Background: an optimization exercise with open tools, aiming at small area, a short achievable clock period and few clock cycles per item. Do not read the settings as production practice. Function was checked by simulation only, so behaviour that the tests miss may differ from the original. Power and IR drop assume default switching activity.

==> flow/design.v, too long to show whole: its modules and the start of the top module <==
// module gj_fa: 4 lines
// module gj_n100: 297 lines
// module gj_n101: 297 lines
// module gj_n102: 297 lines
// module gj_n103: 141 lines
// module gj_n104: 141 lines
// module gj_n105: 141 lines
// module gj_n106: 168 lines
// module gj_n107: 297 lines
// module gj_n108: 297 lines
// module gj_n109: 328 lines
// module gj_n110: 328 lines
// module gj_n111: 328 lines
// module gj_n112: 141 lines
// module gj_n113: 141 lines
// module gj_n114: 297 lines
// module gj_n115: 297 lines
// module gj_n116: 297 lines
// module gj_n117: 297 lines
// module gj_n118: 297 lines
// module gj_n119: 141 lines
// module gj_n120: 297 lines
// module gj_n121: 297 lines
// module gj_n122: 297 lines
// module gj_n123: 297 lines
// module gj_n124: 297 lines
// module gj_n125: 141 lines
// module gj_n126: 141 lines
// module gj_n127: 297 lines
// module gj_n128: 297 lines
// module gj_n129: 297 lines
// module gj_n130: 297 lines
// module gj_n131: 297 lines
// module gj_n132: 141 lines
// module gj_n133: 297 lines
// module gj_n134: 297 lines
// module gj_n135: 297 lines
// module gj_n136: 297 lines
// module gj_n137: 297 lines
// module gj_n138: 141 lines
// module gj_n139: 297 lines
// module gj_n140: 297 lines
// module gj_n141: 297 lines
// module gj_n142: 297 lines
// module gj_n143: 297 lines
// module gj_n25: 328 lines
// module gj_n26: 328 lines
// module gj_n27: 328 lines
// module gj_n28: 328 lines
// module gj_n29: 328 lines
// module gj_n30: 328 lines
// module gj_n31: 328 lines
// module gj_n32: 328 lines
// module gj_n33: 328 lines
// module gj_n34: 328 lines
// module gj_n35: 328 lines
// module gj_n36: 328 lines
// module gj_n37: 328 lines
// module gj_n38: 328 lines
// module gj_n39: 328 lines
// ... 61 more modules
module gauss_jordan_top
(
	input wire logic clk,
	input wire logic reset,
	input wire logic in_valid,
	output logic in_ready,
	input wire logic [199:0] in_matrix,
	output logic out_valid,
	input wire logic out_ready,
	output logic [239:0] result
);
  // ...
==> flow/run.sh <==
#!/bin/bash
# synth_recipe.tcl (not shown) runs the flow's synth.tcl, then flattens the netlist and writes it again
# the make line also repeats each setting of config.mk as NAME=value (left out here)
make -C /OpenROAD-flow-scripts/flow DESIGN_CONFIG=/design/flow/config.mk WORK_HOME=/design/flow/orfs CLKGATE_MAP_FILE= SYNTH_SCRIPT=/design/flow/synth_recipe.tcl finish
==> flow/config.mk <==
export PLATFORM = sky130hd
export DESIGN_NAME = gauss_jordan_top
export DESIGN_NICKNAME = gauss_jordan_top
export VERILOG_FILES = /design/flow/design.v
export SDC_FILE = /design/flow/constraint.sdc
export NUM_CORES = 4
export LEC_CHECK = 0
export CAP_MARGIN = 20
export CORE_MARGIN = 2
export CORE_UTILIZATION = 40
export CTS_BUF_LIST = sky130_fd_sc_hd__clkbuf_8
export SLEW_MARGIN = 20
export SYNTH_HIERARCHICAL = 1
==> flow/constraint.sdc <==
create_clock -name core_clock -period 9.0 [get_ports {clk}]
set_input_delay 1.8000 -clock core_clock [delete_from_list [all_inputs] [get_ports {clk}]]
set_output_delay 1.8000 -clock core_clock [all_outputs]
set_load 0.01 [all_outputs]
==> impl_results.md, run 1 <==
- Seq group: about 22 mW
- H-tree levels: 5
- Mapped Area: 215000 um^2
- Post-Synth XOR/XNOR Area: between 10% and 20%
- Nature of the critical path startpoint: register
- CTS Buffer Depth: 4
- Top FF cell, synth: edfxtp_1
- P_int: about 62 mW
- Sequence of cells on the critical path: buf_4, buf_4, and2_1, fa_1, fa_1, fa_1, fa_1, fa_1, nand4_1, xnor2_1, xnor2_1, xnor3_1
- Worst setup EP type: register
- Port bufs: around 450
- Met2 usage: a little over a third
- Commonest non-fill, non-tap cell in the layout: and2_1
- Final setup margin: ~3500 ps
- Run status: complete, no violations
- Initial Util: approximately two fifths
- Sequential power share: 20.2%
- Area delta synth->final: 10.6%
- Row count: around 270
- Tap cell count: roughly 7000
- Cell leakage power: 101 nW
- Hold Crit Start: s6_n72[1]
- Number of setup buffers added after CTS: 0
- Final setup fails: 0
- Largest Register: vld
- Worst endpoint data arrival time: between 6000 and 7000 ps
Testbench counts, summed over its fixed seeds: cycles 264, items 192.
==> run 2, diff against run 1 <==
--- a/flow/config.mk
+++ b/flow/config.mk
@@ -8,6 +8,6 @@
 export CAP_MARGIN = 20
 export CORE_MARGIN = 2
 export CORE_UTILIZATION = 40
-export CTS_BUF_LIST = sky130_fd_sc_hd__clkbuf_8
+export SETUP_SLACK_MARGIN = 4.5
 export SLEW_MARGIN = 20
 export SYNTH_HIERARCHICAL = 1
==> run 2 against run 1 <==
Register-to-register slack better by 530 ps. Via count is 6.4% higher. Global-route usage rose by 3.6 points. Clock skew up 2.8 ps. Critical path type unchanged.
==> impl_results.md, run 2 <==
- RSZ-0062 raised after global routing: true
- Final HPWL DP: between 400 and 500 mm
- Cell leakage power: 109 nW (+7.3%)
- Largest net degree at the start of global routing: 175
- Clk_skew: between 70 and 80 ps
- Row count: 269 (unchanged)
- Synthesized Nets: between 20000 and 25000
- Fraction of layout cells with a size suffix above 1: roughly 17%
- H-tree levels: 4 (-1)
- Global placer's final weighted congestion: approximately 0.85
- Hold Crit Class: register to register
- Max Slew Vio Count: 0
- YS warnings: 7
- Mapped Area: 215000 um^2 (unchanged)
- Max FFs per register: 9
- Flop2flop setup slack: between 3000 and 4000 ps
- I/O pins: between 400 and 500
- Area of the multi-input gates: 152000 um^2
- Most common cell in the synthesized netlist: and2_1
- Max IR drop VDD: around 0.99 mV
- First DRT Iteration DRCs: approximately 11000
- Fin crit share: 55.6%
- Die X: 738 um
- Synthesized area per cell: about 12 um^2
- Final setup margin: 3990 ps (+528 ps)
- Nets: 23954
- Worst setup EP type: register
- Area delta synth->final: 19.3%
- Vias: 141839
- Top FF cell, synth: edfxtp_1
- CTS Sinks: 2097
- Library cells used by synthesis: 30
- Final setup fails: 0 (unchanged)
- Routed len/inst: around 26 um
- Vert. Die Dim: around 740 um
- Drt pass-1 iters: 8
- Vias per inst: ~5.2
- CTS Buffer Depth: 4 (unchanged)
- Worst endpoint data arrival time: 5710 ps (-710 ps)
- Final ANT Viol Nets: 0
- Synth Register Bits: roughly 2100
- Post-layout util: 47.9%
- Slew @ Worst Pin: 1100 ps
- Commonest non-fill, non-tap cell in the layout: and2_1
- Initial Util: 40.1% (unchanged)
- CTS root buf: clkbuf_16
- Final Hold Viols: 0
- Filler instances: 47874
- Yosys top cell by area: fa_1
- Initial antenna violation count: 50
- Run status: complete, no violations
- Max cap viols: 0
- Setup CP Type: register to register
- Worst slew margin: approximately a quarter
- Global-route wire length before repair: between 1000 and 1500 mm
- Core Region: about 540000 um^2
- Fraction of registers with async set/reset: 0%
- Total power: ~130 mW
- Post-synth EDFFs: roughly 2100
- Nature of the critical path startpoint: register
- Sequential Area: between 60000 and 70000 um^2
- Tot GR Track Use: between 20% and 30%
- Clk pin slew, worst setup/hold paths: 70 ps
- Largest Register: vld
- CTS tree: done
- DP Worst Slack: 3560 ps
- Sequential area share after synthesis: a little under 30%
- DIE AREA: approximately 540000 um^2
- Port bufs: 445 (unchanged)
- Clock latency (worst-skew pair): ~1000 ps
- Post-Synthesis Cells: between 15000 and 20000
- Fmax: between 0.15 and 0.2 GHz
- Num CTS Buffers: around 240
- Final Hold Slack: between 400 and 500 ps
- CP max FO: 10
- Data required time at the worst endpoint: just under 10000 ps
- Residual DRC: 0
- Post-Route WL: 707 mm
- Fin crit period: approximately 5000 ps
- Final TNS setup: 0 ps
- Vias in the first global route: roughly 150k
- Synth top area cells: fa_1 33%, edfxtp_1 29%, and2_1 12%
- Synth cell count leaders: 3997 x and2_1, 3501 x fa_1, 2672 x nand2_1
- Power per Cell Area: 489 nW/um^2
- Hold Buf Count CTS: 0
- Grt ovf: 0
- Top-area cell type share of the netlist area: approximately a third
- Most frequent cells in the layout: 3914 x and2_1, 2905 x fa_1, 2655 x nand2_1
run 2: cell counts after synthesis:
Identical to the previous run, type by type.
run 2: routing by layer:
metal  track usage (%)  up-vias  wire [um]
met1              33.3    73715     281000
met2              41.3     6000     327000
li1                  -    60514          -
met4              15.2       14      54000
met3              3.39     1596      45400
met5                 0        -         86
run 2: critical path: stages, from the launching register on:
cell	delay, ps
edfxtp_1	450
buf_12	200
and2_1	190
fa_1	570
fa_1	440
fa_1	530
fa_1	460
fa_2	390
fa_2	570
nand4_1	180
xnor2_2	260
xnor2_2	150
xnor3_2	330
run 2: logic make-up (layout without fill, tap and decap cells):
group,after synthesis,count (layout),share of synthesized area [%]
compound gates,58,58,0.189
xor+xnor,3082,3082,13.9
fa+ha+maj,3969,3969,35.3
buf+inv,758,2881,1.47
flops,2097,2097,29.2
mux,8,8,0.0372
other cells,0,25,0
simple gates,7886,7888,19.9
run 2: cell type report:
class,count,area share (%)
antenna,25,0.0244
clock buffer,283,2.41
clock inverter,160,0.770
inverter,659,0.963
multi-input combinational,15005,59.2
sequential,2097,24.5
tap,7181,3.50
timing repair buffer,1779,8.66
run 2: metrics by stage:
stage | instances | cell area [um^2]
floorplan | 17858 | 215000
global placement | 25677 | 231000
detailed placement | 25677 | 231000
CTS | 27012 | 254000
global route | 27169 | 257000
finish | 27189 | 257000
run 2: final timing paths:
check	startpoint	end	cells after the start
setup reg to reg	s5_n85[4]	s6_n114[7]	12
setup / recovery	s5_n85[4]	s6_n114[7]	12
hold / removal	s1_a04[3]	s2_a04[3]	0
hold reg to reg	s1_a04[3]	s2_a04[3]	0
run 2: repair_timing:
action                                  4_1_cts  5_1_grt
gates cloned                                143       20
endpoints found under the setup margin      173      117
buffers inserted                            749      132
resized for setup                          1083      508
pin swaps                                   759      859
run 2: per-module statistics from Yosys, one instance, submodules excluded, excerpt:
| module | cell area, um^2 | copies in the design | flip-flops and latches |
|---|---|---|---|
| gj_n30 | 802 | 1 | 0 |
| gj_n103 | 423 | 1 | 0 |
| gj_n91 | 423 | 1 | 0 |
| gj_n114 | 832 | 1 | 0 |
| gj_n140 | 833 | 1 | 0 |
| gj_n85 | 423 | 1 | 0 |
| gj_n74 | 423 | 1 | 0 |
| gj_n90 | 433 | 1 | 0 |
| gj_n121 | 840 | 1 | 0 |
| gj_n62 | 423 | 1 | 0 |
| gj_n118 | 840 | 1 | 0 |
| gj_n95 | 826 | 1 | 0 |
run 2: power breakdown:
group / switching [mW] / internal, mW / leakage, nW
Combinational: 45.2 / 48.4 / 81.1
Clock: 4.38 / 5.98 / 3.93
Sequential: 3.50 / 18.2 / 23.5
Total: 53.1 / 72.6 / 109

==> separate check: timing with driven ports <==
How much do the figures lean on ideal ports? The routed layouts below were timed once more, with nothing changed but the port constraints. Step 1, drivers: a clkbuf_16 drives clk and a buf_2 each remaining input, both assumed. Step 2, shift: input delay + t, output delay - t, t = (earliest + latest rising clock arrival at the registers) / 2. This alone moves slack from input paths to output paths. Three values: ideal, step 1, step 2; two values: the first two.
run | shift t [ns] | setup slack, ns | worst setup path after step 2 | clock arrival spread, ns | worst register clock-pin slew, ns
run 1 | 1.288 | 3.464 / 3.464 / 3.425 | input to register | 0.090 / 0.090 | 0.08 / 0.08
run 2 | 1.101 | 3.993 / 3.993 / 3.979 | input to register | 0.085 / 0.085 | 0.08 / 0.08
After both steps every run listed still meets setup and hold. The setup slack of run 1, which loses most, moves by 0.000 ns with the drivers and by -0.039 ns with both steps.
